What follows belongs to an exercise in optimizing a design on an open flow for small area, a short achievable clock period and few clock cycles per item; a production flow would make more cautious choices. At most, simulation tests tie the RTL to the original design; equivalence was not proved.

build 30:
// aes_dec_core
module aes_dec_core (
    input  logic         clk,
    input  logic         rst,
    input  logic         start,
    input  logic [127:0] key,
    input  logic [127:0] ciphertext,
    input  logic         step_en,
    output logic         busy,
    output logic         done,
    output logic [127:0] plaintext
);
    function automatic logic [1:0] gf4_mul(input logic [1:0] a, input logic [1:0] b);
        logic t;
        t = a[1] & b[1];
        gf4_mul = {t ^ (a[1] & b[0]) ^ (a[0] & b[1]), t ^ (a[0] & b[0])};
    endfunction
    function automatic logic [3:0] gf16_mul(input logic [3:0] a, input logic [3:0] b);
        logic [1:0] t, u;
        t = gf4_mul(a[3:2], b[3:2]);
        u = gf4_mul(a[3:2] ^ a[1:0], b[3:2] ^ b[1:0]);
        gf16_mul = {u ^ gf4_mul(a[1:0], b[1:0]), {t[0] ^ t[1], t[1]} ^ gf4_mul(a[1:0], b[1:0])};
    endfunction
    function automatic logic [3:0] gf16_inv(input logic [3:0] a);
        case (a)
            4'h0: gf16_inv = 4'h0;
            4'h1: gf16_inv = 4'h1;
            4'h2: gf16_inv = 4'h3;
            4'h3: gf16_inv = 4'h2;
            4'h4: gf16_inv = 4'hf;
            4'h5: gf16_inv = 4'hc;
            4'h6: gf16_inv = 4'h9;
            4'h7: gf16_inv = 4'hb;
            4'h8: gf16_inv = 4'ha;
            4'h9: gf16_inv = 4'h6;
            4'ha: gf16_inv = 4'h8;
            4'hb: gf16_inv = 4'h7;
            4'hc: gf16_inv = 4'h5;
            4'hd: gf16_inv = 4'he;
            4'he: gf16_inv = 4'hd;
            4'hf: gf16_inv = 4'h4;
            default: gf16_inv = 4'h0;
        endcase
    endfunction
  ...
Size in the first run: about 80,000 um2 of cells after synthesis.
clock: 8.0 ns
lec_check: 0
cap_margin: 20
cell_pad_in_sites_detail_placement: 1
cell_pad_in_sites_global_placement: 2
core_margin: 2
core_utilization: 30
place_density: 0.5
setup_slack_margin: 3.2
slew_margin: 20
standard.sh (not shown) runs the stock make flow with config.mk's settings and CLKGATE_MAP_FILE= SYNTH_SCRIPT=/design/flow/synth_recipe.tcl, a recipe that flattens the netlist after the stock synthesis.
==> flow/flow/run.sh <==
#!/bin/bash
# Standard ORFS layout, with the synthesis technology mapping done by the ABC
# script in flow/abc_speed.script (area-oriented mapping, then sizing).
set -euo pipefail
cd "$(dirname "${BASH_SOURCE[0]}")/.."
W=$PWD
rm -rf "$W/scripts_own"
cp -r "$FLOW_HOME/scripts" "$W/scripts_own"
cp "$W/flow/abc_speed.script" "$W/scripts_own/abc_speed.script"
bash standard.sh SCRIPTS_DIR="$W/scripts_own" finish > "$W/standard_flow.log" 2>&1
==> flow/flow/abc_speed.script <==
&get -n
&st
&dch -f
&nf
&put
topo
stime -c
buffer -c
upsize -c
dnsize -c
Testbench counts of build 30, summed over its fixed seeds: cycles 6,396, blocks 560.
Relative to build 30, the following input files were edited for build 81:
diff --git a/flow/design.v b/flow/design.v
--- a/flow/design.v
+++ b/flow/design.v
@@ -106,27 +106,28 @@
         key_a = {sbox_a(w[23:16]), sbox_a(w[15:8]), sbox_a(w[7:0]), sbox_a(w[31:24])};
     endfunction
     function automatic logic [31:0] key_b(input logic [31:0] m);
         key_b = {sbox_b(m[31:24]), sbox_b(m[23:16]), sbox_b(m[15:8]), sbox_b(m[7:0])};
     endfunction
     logic [127:0] s_r, p_r, ra_r, rb_r;
     logic [31:0]  m_r;
     logic         a_act_r, b_act_r;
     logic [7:0]   a_rc_r, b_rc_r;
+    logic [127:0] k10c_r;          
     logic [127:0] k0c_r;           
-    logic         kv_r;            
+    logic         kv_r;
     logic [127:0] pt_r;
     logic         busy_r, done_r;
     logic         x_act_r;         
     logic         x_rdy_r;         
     logic         x_half_r;        
     logic [127:0] x_ct_r;
-    logic [127:0] x_k_r;           
+    logic [127:0] x_k_r;
     logic [31:0]  x_m_r;
     logic [7:0]   x_rc_r;
     logic [127:0] kdec, z, x_next, ld_src;
     logic [31:0]  x_sub;
     logic         fin, afree, hit, accept, direct, mv, to_x, load;
     assign kdec = {rb_r[127:96] ^ key_b(m_r) ^ {b_rc_r, 24'h0}, rb_r[127:96] ^ rb_r[95:64],
                    rb_r[95:64] ^ rb_r[63:32], rb_r[63:32] ^ rb_r[31:0]};
     assign z    = round_b(p_r) ^ kdec;
     assign fin  = b_act_r && (b_rc_r == 8'h01);
@@ -169,40 +170,43 @@
             end
             busy_r <= to_x || (x_act_r && !mv);
         end
         if (step_en) begin
             p_r    <= round_a(s_r);
             rb_r   <= ra_r;
             m_r    <= key_a(ra_r[31:0] ^ ra_r[63:32]);
             b_rc_r <= a_rc_r;
             if (load) begin
-                s_r    <= ld_src ^ x_k_r;
-                ra_r   <= x_k_r;
+                s_r    <= ld_src ^ k10c_r;
+                ra_r   <= k10c_r;
                 a_rc_r <= 8'h36;
             end else begin
                 s_r    <= inv_mix(z);
                 ra_r   <= kdec;
                 a_rc_r <= inv_xtime(b_rc_r);
             end
             if (fin) pt_r <= z;
         end
-        if (to_x && !hit) x_k_r <= key;
         if (to_x) begin
             x_rdy_r  <= hit;
             x_half_r <= 1'b0;
             x_ct_r   <= ciphertext;
+            x_k_r    <= key;
             x_rc_r   <= 8'h01;
             k0c_r    <= key;
         end else if (x_act_r && !x_rdy_r && step_en) begin
             x_half_r <= !x_half_r;
             if (x_half_r) begin
                 x_k_r  <= x_next;
                 x_rc_r <= xtime(x_rc_r);
-                if (x_rc_r == 8'h36) x_rdy_r <= 1'b1;
+                if (x_rc_r == 8'h36) begin
+                    x_rdy_r <= 1'b1;
+                    k10c_r  <= x_next;
+                end
             end
         end
         if (step_en) x_m_r <= key_a(x_k_r[31:0]);
     end
     assign busy      = busy_r;
     assign done      = done_r;
     assign plaintext = pt_r;
 endmodule
==> comparison <==
- Build 81 went all the way through synthesis, placement and routing and the layout is clean on timing, DRC and antenna.
- Build 81 vs build 30 — post-synthesis xor/xnor area fraction dropped 1.7 points.
- When build 81 is set beside build 30, its mean cell area of the mapped netlist turns out to be 0.80 um2 larger.
- Across both runs, number of nets at the end of the flow was lower for build 81 than for build 30.
- Build 81 ended up with x_m_r[19] as its end of the critical path; build 30 ended up with x_ct_r[59].
- For the count of fill cells added during filler insertion, build 81 came in 775 higher than build 30 did.
- Minimum period implied by the final worst setup slack ended up 0.078 ns higher on build 81 than on build 30.
- Looking at slowest library cell on the worst path, the clkdlybuf4s50_1 result is from build 30; the mux4_2 one comes from build 81.
- The layout buffering overhead excluding clock cells in build 81 sits 0.34 points below the value recorded for build 30.
For build 81, only the layout was checked, not whether the RTL still works.

The RTL this note starts from:
==> flow/design.v <==
module aes_dec_core (
    input  logic         clk,
    input  logic         rst,
    input  logic         start,
    input  logic [127:0] key,
    input  logic [127:0] ciphertext,
    input  logic         step_en,
    output logic         busy,
    output logic         done,
    output logic [127:0] plaintext
);
    function automatic logic [1:0] gf4_mul(input logic [1:0] a, input logic [1:0] b);
        logic t;
        t = a[1] & b[1];
        gf4_mul = {t ^ (a[1] & b[0]) ^ (a[0] & b[1]), t ^ (a[0] & b[0])};
    endfunction
    function automatic logic [3:0] gf16_mul(input logic [3:0] a, input logic [3:0] b);
        logic [1:0] t, u;
        t = gf4_mul(a[3:2], b[3:2]);
        u = gf4_mul(a[3:2] ^ a[1:0], b[3:2] ^ b[1:0]);
        gf16_mul = {u ^ gf4_mul(a[1:0], b[1:0]), {t[0] ^ t[1], t[1]} ^ gf4_mul(a[1:0], b[1:0])};
    endfunction
    function automatic logic [3:0] gf16_inv(input logic [3:0] a);
        case (a)
            4'h0: gf16_inv = 4'h0;
            4'h1: gf16_inv = 4'h1;
            4'h2: gf16_inv = 4'h3;
            4'h3: gf16_inv = 4'h2;
            4'h4: gf16_inv = 4'hf;
            4'h5: gf16_inv = 4'hc;
            4'h6: gf16_inv = 4'h9;
            4'h7: gf16_inv = 4'hb;
            4'h8: gf16_inv = 4'ha;
            4'h9: gf16_inv = 4'h6;
            4'ha: gf16_inv = 4'h8;
            4'hb: gf16_inv = 4'h7;
            4'hc: gf16_inv = 4'h5;
            4'hd: gf16_inv = 4'he;
            4'he: gf16_inv = 4'hd;
            4'hf: gf16_inv = 4'h4;
            default: gf16_inv = 4'h0;
        endcase
    endfunction
    function automatic logic [11:0] gf256_inv_a(input logic [7:0] a);
        gf256_inv_a = {a[7:4], a[7:4] ^ a[3:0],
                       gf16_inv({a[4] ^ a[3], a[5] ^ a[2] ^ a[3], a[5] ^ a[7] ^ a[1] ^ a[2], a[4] ^ a[5] ^ a[6] ^ a[7] ^ a[0] ^ a[1] ^ a[3]} ^ gf16_mul(a[7:4], a[3:0]))};
    endfunction
    function automatic logic [7:0] gf256_inv_b(input logic [11:0] p);
        gf256_inv_b = {gf16_mul(p[11:8], p[3:0]), gf16_mul(p[7:4], p[3:0])};
    endfunction
    function automatic logic [11:0] inv_sbox_a(input logic [7:0] x);
        inv_sbox_a = gf256_inv_a({x[1] ^ x[2] ^ x[6] ^ x[7], ~(x[0] ^ x[3]), x[3] ^ x[4] ^ x[5] ^ x[6], ~(x[1] ^ x[2] ^ x[7]), ~(x[5] ^ x[7]), x[1] ^ x[2] ^ x[6], x[2] ^ x[3] ^ x[5] ^ x[6], x[3]});
    endfunction
    function automatic logic [7:0] inv_sbox_b(input logic [11:0] p);
        logic [7:0] t;
        t = gf256_inv_b(p);
        inv_sbox_b = {t[1] ^ t[2] ^ t[5], t[2] ^ t[3] ^ t[6] ^ t[7], t[1] ^ t[2] ^ t[5] ^ t[7], t[1] ^ t[3] ^ t[4], t[1] ^ t[4] ^ t[6] ^ t[7], t[1] ^ t[4] ^ t[5], t[4] ^ t[6] ^ t[7], t[0] ^ t[1] ^ t[2] ^ t[4]};
    endfunction
    function automatic logic [11:0] sbox_a(input logic [7:0] x);
        sbox_a = gf256_inv_a({x[5] ^ x[7], x[1] ^ x[2] ^ x[3] ^ x[4] ^ x[5] ^ x[6], x[1] ^ x[4] ^ x[6] ^ x[7], x[2] ^ x[3] ^ x[4] ^ x[6] ^ x[7], x[1] ^ x[2] ^ x[6] ^ x[7], x[3] ^ x[4] ^ x[6], x[1] ^ x[3], x[0] ^ x[1] ^ x[2] ^ x[3] ^ x[7]});
    endfunction
    function automatic logic [7:0] sbox_b(input logic [11:0] p);
        logic [7:0] t;
        t = gf256_inv_b(p);
        sbox_b = {t[2] ^ t[7], ~(t[4] ^ t[7]), ~(t[2] ^ t[3] ^ t[7]), t[0] ^ t[2] ^ t[3] ^ t[4] ^ t[5], t[0], t[0] ^ t[1] ^ t[2] ^ t[3] ^ t[4], ~(t[0] ^ t[1] ^ t[3] ^ t[7]), ~(t[0] ^ t[6])};
    endfunction
    function automatic logic [7:0] xtime(input logic [7:0] x);
        xtime = {x[6:0], 1'b0} ^ (x[7] ? 8'h1b : 8'h00);
    endfunction
    function automatic logic [7:0] inv_xtime(input logic [7:0] x);
        inv_xtime = x[0] ? {1'b1, x[7:1] ^ 7'h0d} : {1'b0, x[7:1]};
    endfunction
    function automatic logic [31:0] inv_mix_col(input logic [31:0] col);
        logic [7:0] a0, a1, a2, a3, b0, b1, b2, b3, u, v, t;
        a0 = col[31:24];
        a1 = col[23:16];
        a2 = col[15:8];
        a3 = col[7:0];
        u  = xtime(xtime(a0 ^ a2));
        v  = xtime(xtime(a1 ^ a3));
        b0 = a0 ^ u;
        b1 = a1 ^ v;
        b2 = a2 ^ u;
        b3 = a3 ^ v;
        t  = b0 ^ b1 ^ b2 ^ b3;
        inv_mix_col = {b0 ^ t ^ xtime(b0 ^ b1), b1 ^ t ^ xtime(b1 ^ b2),
                       b2 ^ t ^ xtime(b2 ^ b3), b3 ^ t ^ xtime(b3 ^ b0)};
    endfunction
    function automatic logic [127:0] inv_mix(input logic [127:0] s);
        inv_mix = {inv_mix_col(s[127:96]), inv_mix_col(s[95:64]),
                   inv_mix_col(s[63:32]), inv_mix_col(s[31:0])};
    endfunction
    function automatic logic [191:0] round_a(input logic [127:0] s);
        logic [191:0] o;
        logic [3:0]   dst;
        logic [3:0]   src;
        o = '0;
        for (int i = 0; i < 16; i++) begin
            dst = 4'(i);
            src = {dst[3:2] - dst[1:0], dst[1:0]};
            o[191 - 12*i -: 12] = inv_sbox_a(s[127 - 8*int'(src) -: 8]);
        end
        round_a = o;
    endfunction
    function automatic logic [127:0] round_b(input logic [191:0] p);
        logic [127:0] o;
        o = '0;
        for (int i = 0; i < 16; i++) o[127 - 8*i -: 8] = inv_sbox_b(p[191 - 12*i -: 12]);
        round_b = o;
    endfunction
    function automatic logic [47:0] key_a(input logic [31:0] w);
        key_a = {sbox_a(w[23:16]), sbox_a(w[15:8]), sbox_a(w[7:0]), sbox_a(w[31:24])};
    endfunction
    function automatic logic [31:0] key_b(input logic [47:0] m);
        key_b = {sbox_b(m[47:36]), sbox_b(m[35:24]), sbox_b(m[23:12]), sbox_b(m[11:0])};
    endfunction
    logic [127:0] s_r, p2_r, ra_r, rb_r, rc_r;
    logic [31:0]  ra3_r, rc3_r;    
    logic [191:0] p1_r;
    logic [47:0]  m_r;
    logic         a_act_r, b_act_r, c_act_r;
    logic [7:0]   a_rc_r, b_rc_r, c_rc_r;
    logic         busy_r, done_r;
    logic         x_act_r;         
    logic         x_rdy_r;         
    logic         x_go_r;          
    logic         x_half_r;        
    logic [127:0] x_ct_r;
    logic [127:0] x_k_r;           
    logic [47:0]  x_m_r;
    logic [7:0]   x_rc_r;
    logic [127:0] k0c_r;           
    logic         kv_r;            
    logic [127:0] y, kdec, z, x_pre, x_next;
    logic [31:0]  ksub, pre0;
    logic [31:0]  x_sub;
    logic         c_fin, afree, hit, accept, mv;
    assign ksub  = key_b(m_r);
    assign pre0  = rb_r[127:96] ^ {b_rc_r, 24'h0};
    assign kdec  = {pre0 ^ ksub, rb_r[127:96] ^ rb_r[95:64],
                    rb_r[95:64] ^ rb_r[63:32], rb_r[63:32] ^ rb_r[31:0]};
    assign y     = round_b(p1_r);
    assign z     = {y[127:96] ^ pre0 ^ ksub, y[95:0] ^ kdec[95:0]};
    assign c_fin = c_act_r && (c_rc_r == 8'h8d);
    assign afree = !c_act_r || c_fin;
    assign x_sub  = key_b(x_m_r);
    assign x_pre  = {x_k_r[127:96] ^ {x_rc_r, 24'h0},
                     x_k_r[127:96] ^ x_k_r[95:64] ^ {x_rc_r, 24'h0},
                     x_k_r[127:96] ^ x_k_r[95:64] ^ x_k_r[63:32] ^ {x_rc_r, 24'h0},
                     x_k_r[127:96] ^ x_k_r[95:64] ^ x_k_r[63:32] ^ x_k_r[31:0] ^ {x_rc_r, 24'h0}};
    assign x_next = x_pre ^ {4{x_sub}};
    assign hit    = kv_r && (key == k0c_r);
    assign accept = start && !busy_r;
    assign mv     = x_act_r && x_rdy_r && step_en && afree;
    always_ff @(posedge clk) begin
        if (rst) begin
            a_act_r <= 1'b0;
            b_act_r <= 1'b0;
            c_act_r <= 1'b0;
            x_act_r <= 1'b0;
            kv_r    <= 1'b0;
            busy_r  <= 1'b0;
            done_r  <= 1'b0;
        end else begin
            done_r <= step_en && b_act_r && (b_rc_r == 8'h01);
            if (step_en) begin
                a_act_r <= mv || (c_act_r && !c_fin);
                b_act_r <= a_act_r;
                c_act_r <= b_act_r;
            end
            if (accept) begin
                x_act_r <= 1'b1;
                kv_r    <= hit;
            end else if (mv) begin
                x_act_r <= 1'b0;
            end else if (x_act_r && !x_rdy_r && step_en && x_half_r && x_rc_r == 8'h36) begin
                kv_r    <= 1'b1;
            end
            busy_r <= accept || (x_act_r && !mv);
        end
        if (step_en) begin
            p1_r   <= round_a(s_r);
            rb_r   <= ra_r;
            m_r    <= key_a(ra3_r);
            b_rc_r <= a_rc_r;
            p2_r   <= z;
            rc_r   <= kdec;
            rc3_r  <= rb_r[95:64] ^ rb_r[31:0];
            c_rc_r <= inv_xtime(b_rc_r);
            if (mv) begin
                s_r    <= x_ct_r ^ x_k_r;
                ra_r   <= x_k_r;
                ra3_r  <= x_k_r[31:0] ^ x_k_r[63:32];
                a_rc_r <= 8'h36;
            end else begin
                s_r    <= inv_mix(p2_r);
                ra_r   <= rc_r;
                ra3_r  <= rc3_r;
                a_rc_r <= c_rc_r;
            end
        end
        if (!x_act_r) x_ct_r <= ciphertext;
        if (accept) begin
            k0c_r   <= key;
            x_rdy_r <= hit;
            x_go_r  <= 1'b0;
        end else if (x_act_r && !x_rdy_r && step_en) begin
            if (!x_go_r) begin
                x_go_r   <= 1'b1;
                x_half_r <= 1'b0;
                x_k_r    <= k0c_r;
                x_rc_r   <= 8'h01;
            end else begin
                x_half_r <= !x_half_r;
                if (x_half_r) begin
                    x_k_r  <= x_next;
                    x_rc_r <= xtime(x_rc_r);
                    if (x_rc_r == 8'h36) x_rdy_r <= 1'b1;
                end
            end
        end
        x_m_r <= key_a(x_k_r[31:0]);
    end
    assign busy      = busy_r;
    assign done      = done_r;
    assign plaintext = p2_r;
endmodule
clock: 8.0 ns
lec_check: 0
cap_margin: 20
cell_pad_in_sites_detail_placement: 1
cell_pad_in_sites_global_placement: 2
core_margin: 2
core_utilization: 40
place_density: 0.55
setup_slack_margin: 4.5
slew_margin: 20
Scripts as last shown in full above: flow/flow/run.sh, flow/flow/abc_speed.script
Testbench counts at the start, summed over its fixed seeds: cycles 6,353, blocks 560.
Edit:
--- a/flow/design.v
+++ b/flow/design.v
@@ -115,11 +115,11 @@
         key_b = {sbox_b(m[47:36]), sbox_b(m[35:24]), sbox_b(m[23:12]), sbox_b(m[11:0])};
     endfunction
     logic [127:0] s_r, p2_r, ra_r, rb_r, rc_r;
-    logic [31:0]  ra3_r, rc3_r;    
     logic [191:0] p1_r;
     logic [47:0]  m_r;
     logic         a_act_r, b_act_r, c_act_r;
     logic [7:0]   a_rc_r, b_rc_r, c_rc_r;
+    logic [127:0] pt_r;
     logic         busy_r, done_r;
     logic         x_act_r;         
     logic         x_rdy_r;         
@@ -131,24 +131,20 @@
     logic [7:0]   x_rc_r;
     logic [127:0] k0c_r;           
     logic         kv_r;            
-    logic [127:0] y, kdec, z, x_pre, x_next;
-    logic [31:0]  ksub, pre0;
+    logic [127:0] kdec, x_next;
     logic [31:0]  x_sub;
     logic         c_fin, afree, hit, accept, mv;
-    assign ksub  = key_b(m_r);
-    assign pre0  = rb_r[127:96] ^ {b_rc_r, 24'h0};
-    assign kdec  = {pre0 ^ ksub, rb_r[127:96] ^ rb_r[95:64],
+    assign kdec  = {rb_r[127:96] ^ key_b(m_r) ^ {b_rc_r, 24'h0}, rb_r[127:96] ^ rb_r[95:64],
                     rb_r[95:64] ^ rb_r[63:32], rb_r[63:32] ^ rb_r[31:0]};
-    assign y     = round_b(p1_r);
-    assign z     = {y[127:96] ^ pre0 ^ ksub, y[95:0] ^ kdec[95:0]};
     assign c_fin = c_act_r && (c_rc_r == 8'h8d);
     assign afree = !c_act_r || c_fin;
-    assign x_sub  = key_b(x_m_r);
-    assign x_pre  = {x_k_r[127:96] ^ {x_rc_r, 24'h0},
-                     x_k_r[127:96] ^ x_k_r[95:64] ^ {x_rc_r, 24'h0},
-                     x_k_r[127:96] ^ x_k_r[95:64] ^ x_k_r[63:32] ^ {x_rc_r, 24'h0},
-                     x_k_r[127:96] ^ x_k_r[95:64] ^ x_k_r[63:32] ^ x_k_r[31:0] ^ {x_rc_r, 24'h0}};
-    assign x_next = x_pre ^ {4{x_sub}};
+    assign x_sub = key_b(x_m_r);
+    always_comb begin
+        x_next[127:96] = x_k_r[127:96] ^ x_sub ^ {x_rc_r, 24'h0};
+        x_next[95:64]  = x_k_r[95:64] ^ x_next[127:96];
+        x_next[63:32]  = x_k_r[63:32] ^ x_next[95:64];
+        x_next[31:0]   = x_k_r[31:0] ^ x_next[63:32];
+    end
     assign hit    = kv_r && (key == k0c_r);
     assign accept = start && !busy_r;
     assign mv     = x_act_r && x_rdy_r && step_en && afree;
@@ -162,7 +158,7 @@
             busy_r  <= 1'b0;
             done_r  <= 1'b0;
         end else begin
-            done_r <= step_en && b_act_r && (b_rc_r == 8'h01);
+            done_r <= step_en && c_fin;
             if (step_en) begin
                 a_act_r <= mv || (c_act_r && !c_fin);
                 b_act_r <= a_act_r;
@@ -181,24 +177,22 @@
         if (step_en) begin
             p1_r   <= round_a(s_r);
             rb_r   <= ra_r;
-            m_r    <= key_a(ra3_r);
+            m_r    <= key_a(ra_r[31:0] ^ ra_r[63:32]);
             b_rc_r <= a_rc_r;
-            p2_r   <= z;
+            p2_r   <= round_b(p1_r) ^ kdec;
             rc_r   <= kdec;
-            rc3_r  <= rb_r[95:64] ^ rb_r[31:0];
             c_rc_r <= inv_xtime(b_rc_r);
             if (mv) begin
                 s_r    <= x_ct_r ^ x_k_r;
                 ra_r   <= x_k_r;
-                ra3_r  <= x_k_r[31:0] ^ x_k_r[63:32];
                 a_rc_r <= 8'h36;
             end else begin
                 s_r    <= inv_mix(p2_r);
                 ra_r   <= rc_r;
-                ra3_r  <= rc3_r;
                 a_rc_r <= c_rc_r;
             end
         end
+        pt_r <= p2_r;
         if (!x_act_r) x_ct_r <= ciphertext;
         if (accept) begin
             k0c_r   <= key;
@@ -223,5 +217,5 @@
     end
     assign busy      = busy_r;
     assign done      = done_r;
-    assign plaintext = p2_r;
+    assign plaintext = pt_r;
 endmodule
- The new run went through all stages and came out clean
- design area went up by 3.2%
- routed wire length shrinks by 4.7%
- sequential share of layout area goes down by 0.66 points
- setup slack gets worse by 190 ps
- first-iteration DRC count shrinks by 2.7%
- clock skew drops by 14 ps
- register-to-register slack loses 200 ps
- die area barely changes
- synthesized area hardly moves
- synthesized cell count falls by 3.2%
- global-route usage decreases by 1.6 points
Testbench counts after the change, summed over its fixed seeds: cycles 6,361, blocks 560.

static timing again, ports no longer ideal:
No port has a modelled driver above. Below, the same layouts with a new extraction and two added sets of constraints.
Step 1 (the two cells are an assumption about what drives the block):
set clk [get_ports {clk}]
set_driving_cell -lib_cell sky130_fd_sc_hd__clkbuf_16 $clk
set_driving_cell -lib_cell sky130_fd_sc_hd__buf_2 [delete_from_list [all_inputs] $clk]
Step 2 adds t to the input delays and takes it off the output delays; t is the mean of the earliest and latest rising clock arrival at the registers after step 1. Input paths then give back, and output paths get back, about the clock's delay inside the block.
a / b / c = ideal / step 1 / step 2; a / b = the first two.
run	t, ns	slack for setup (ns)	clock arrival spread, ns	slew at the worst register clock pin (ns)
build 30	0.931	3.337 / 3.348 / 2.444	0.070 / 0.070	0.07 / 0.07
build 81	0.936	3.260 / 3.260 / 2.426	0.050 / 0.050	0.07 / 0.07
the first run of note 2	0.922	4.546 / 4.478 / 3.692	0.046 / 0.045	0.07 / 0.07
the second run of note 2	0.933	4.356 / 4.356 / 3.638	0.032 / 0.032	0.07 / 0.07
After both steps every run listed still meets setup and hold. For build 30, which loses most, drivers alone change the setup slack by +0.011 ns; drivers and shift together by -0.893 ns.
